From an optimization exercise on the open Yosys and OpenROAD flow, aimed at small area and a short achievable clock period; shortcuts taken in it are not production practice.
The RTL was checked by simulation tests, not by an equivalence proof against the original design.
Power is estimated from default activity; no workload was simulated.

== v23 ==
## mipsDatapath
module mipsDatapath (
   input  logic        Clock,
   input  logic        rstN,
   input  logic        pcWriteCond,    
   input  logic        pcWrite,
   input  logic        iOrD,           
   input  logic        irWrite,
   input  logic        memToReg,
   input  logic        loadByte,
   input  logic        regWrite,
   input  logic        regDst,         
   input  logic        aluSrcA,        
   input  logic [1:0]  aluOp,          
   input  logic [1:0]  aluSrcB,        
   input  logic [1:0]  pcSource,       
   input  logic [31:0] memData,
   output logic [31:0] address,
   output logic [31:0] writeData,
   output logic [5:0]  opcode,         
   output logic        overflow        
);
For scale: roughly 4100 cells after synthesis, ~120 I/O pins, roughly 55000 um^2 of cells after synthesis.
clock: 5.0 ns
lec_check: 0
cap_margin: 20
core_margin: 5
core_utilization: 35
cts_buf_list: sky130_fd_sc_hd__clkbuf_16
cts_cluster_diameter: 120
cts_cluster_size: 24
place_density: 0.5
setup_slack_margin: 2.0
slew_margin: 20
synth_hierarchical: 1
standard.sh (not shown) runs the stock make flow with config.mk's settings and CLKGATE_MAP_FILE= SYNTH_SCRIPT=/design/flow/synth_recipe.tcl, a recipe that flattens the netlist after the stock synthesis.
==> flow/flow/run.sh <==
#!/bin/bash
# The standard layout (the standard.sh: standard synthesis, floorplan,
# placement, CTS, routing), with two changes:
#  - ports are buffered with buf_4 cells instead of the slow delay buffers
#    buffer_ports picks by default;
#  - the floorplan's timing repair, which runs before placement with ideal
#    clocks, uses no setup margin; the later repairs use config.mk's margin.
# make's full output goes to standard*.log; each ORFS step keeps its own log
# under orfs/logs/.
set -euo pipefail
PORTS="BUFFER_PORTS_ARGS=-buffer_cell sky130_fd_sc_hd__buf_4"
bash standard.sh "$PORTS" SETUP_SLACK_MARGIN=0 floorplan > standard_floorplan.log 2>&1
bash standard.sh "$PORTS" finish > standard.log 2>&1
Setup changes, v23 to v47
==> flow/flow/run.sh <==
#!/bin/bash
# The standard layout (the standard.sh: standard synthesis, floorplan,
# placement, CTS, routing), with one change: ports are buffered with buf_4
# cells instead of the slow delay buffers buffer_ports picks by default.
# make's full output goes to standard.log; each ORFS step keeps its own log
# under orfs/logs/.
set -euo pipefail
bash standard.sh "BUFFER_PORTS_ARGS=-buffer_cell sky130_fd_sc_hd__buf_4" finish > standard.log 2>&1
[summary]
- Taking v23 as the reference, in v47 portion of the clock cycle consumed by the worst path in the final layout now sits at about the same level, maximum frequency now sits at about the same level, detailed-placement wirelength estimate now sits higher, met2 routing resource usage after global routing now sits lower.
- Global-route total usage across every layer: v23 and v47 compared, lower one is v23
- Final cell count in v47 is about 0.7% below v23.
- The core of v47 is less densely filled than that of v23.
- Sort v23 and v47 by share of layout cells above drive strength 1 desc -> top: v23
Here is what was changed in the inputs of v55 compared with v47.
Settings: swapping 2.0 for 2.2 in SETUP_SLACK_MARGIN.
==> flow/flow/run.sh <==
#!/bin/bash
# The standard layout (the standard.sh: standard synthesis, floorplan,
# placement, CTS, routing), with two changes:
#  - ports are buffered with buf_4 cells instead of the slow delay buffers
#    buffer_ports picks by default;
#  - the floorplan's timing repair, which runs before placement with ideal
#    clocks, uses no setup margin; the later repairs use config.mk's margin.
# make's full output goes to standard*.log; each ORFS step keeps its own log
# under orfs/logs/.
set -euo pipefail
PORTS="BUFFER_PORTS_ARGS=-buffer_cell sky130_fd_sc_hd__buf_4"
bash standard.sh "$PORTS" SETUP_SLACK_MARGIN=0 floorplan > standard_floorplan.log 2>&1
bash standard.sh "$PORTS" finish > standard.log 2>&1
## What came out
v55: done, clean on timing, DRC and antenna. In v55 relative to v47, areal power density over the cells had gone down slightly. Delta(worst hold slack, v55 - v47) > 0. In the metrics for v55 and v47, the one carrying the higher share of total power in the clock network is v47. In the flow results for v55 and v47, the post-route total power is larger on v55. Sequential share of cell area, v55 and v47: smaller value in v55.

Starting RTL as in the previous note.
Settings: LEC_CHECK=0, CAP_MARGIN=20, CORE_MARGIN=5, CORE_UTILIZATION=35, CTS_BUF_LIST=sky130_fd_sc_hd__clkbuf_8, PLACE_DENSITY=0.5, SETUP_SLACK_MARGIN=2.0, SLEW_MARGIN=20, SYNTH_HIERARCHICAL=1; clock period 5.0 ns.
==> flow/flow/run.sh <==
#!/bin/bash
# The standard layout (the standard.sh: standard synthesis, floorplan,
# placement, CTS, routing), with one change: ports are buffered with buf_4
# cells instead of the slow delay buffers buffer_ports picks by default.
# make's full output goes to standard.log; each ORFS step keeps its own log
# under orfs/logs/.
set -euo pipefail
bash standard.sh "BUFFER_PORTS_ARGS=-buffer_cell sky130_fd_sc_hd__buf_4" finish > standard.log 2>&1
Rerun with:
==> flow/flow/run.sh (replaced) <==
#!/bin/bash
# The standard layout (the standard.sh: standard synthesis, floorplan,
# placement, CTS, routing), with two changes:
#  - ports are buffered with buf_4 cells instead of the slow delay buffers
#    buffer_ports picks by default;
#  - the floorplan's timing repair, which runs before placement with ideal
#    clocks, uses no setup margin; the later repairs use config.mk's margin.
# make's full output goes to standard*.log; each ORFS step keeps its own log
# under orfs/logs/.
set -euo pipefail
PORTS="BUFFER_PORTS_ARGS=-buffer_cell sky130_fd_sc_hd__buf_4"
bash standard.sh "$PORTS" SETUP_SLACK_MARGIN=0 floorplan > standard_floorplan.log 2>&1
bash standard.sh "$PORTS" finish > standard.log 2>&1
- CTS_BUF_LIST: sky130_fd_sc_hd__clkbuf_8 -> sky130_fd_sc_hd__clkbuf_16
- CTS_CLUSTER_DIAMETER: unset -> 120
- CTS_CLUSTER_SIZE: unset -> 24
- SETUP_SLACK_MARGIN: 2.0 -> 2.1
Register-to-register slack gains 0.12 ns.
Clock-buffer cell count decreases by 175.
Non-clock buffer count increases by 82.
Worst hold slack gains 0.23 ns.
Combinational power increases by about 4.6%.
Clock skew decreases by 0.033 ns.
Total power decreases by about 10%.
Via count decreases by about 1.7%.
Final area decreases by 1.4%.
Worst setup slack gains 0.12 ns.

-- port drivers added, routing unchanged --
The results above use ideal ports. As a check the final layouts listed here were re-extracted and re-timed, cells and wires unchanged.
Step 1 assumes that a clkbuf_16 drives the clock port and a buf_2 every other input.
Step 2, shift: input delay + t, output delay - t, t = (earliest + latest rising clock arrival at the registers) / 2. This alone moves slack from input paths to output paths.
Slacks: ideal / step 1 / step 2; pairs: ideal / step 1.
| run | t (ns) | setup slack, ns | worst setup path at the end | clock arrival spread, ns | pins driven straight from the clock port |
|---|---|---|---|---|---|
| v23 | 0.802 | 1.962 / 1.962 / 1.293 | input to register | 0.036 / 0.036 | 1 |
| v47 | 0.800 | 1.954 / 1.954 / 1.234 | input to register | 0.066 / 0.066 | 1 |
| v55 | 0.803 | 2.056 / 2.071 / 1.289 | input to register | 0.039 / 0.040 | 1 |
| the first run of note 2 | 1.006 | 1.930 / 1.930 / 1.046 | input to register | 0.070 / 0.070 | 1 |
| the second run of note 2 | 0.802 | 2.050 / 2.050 / 1.296 | input to register | 0.035 / 0.036 | 1 |
After both steps setup and hold are still met in every run listed. The setup slack of the first run of note 2, which loses most, moves by 0.000 ns with the drivers and by -0.884 ns with both steps.
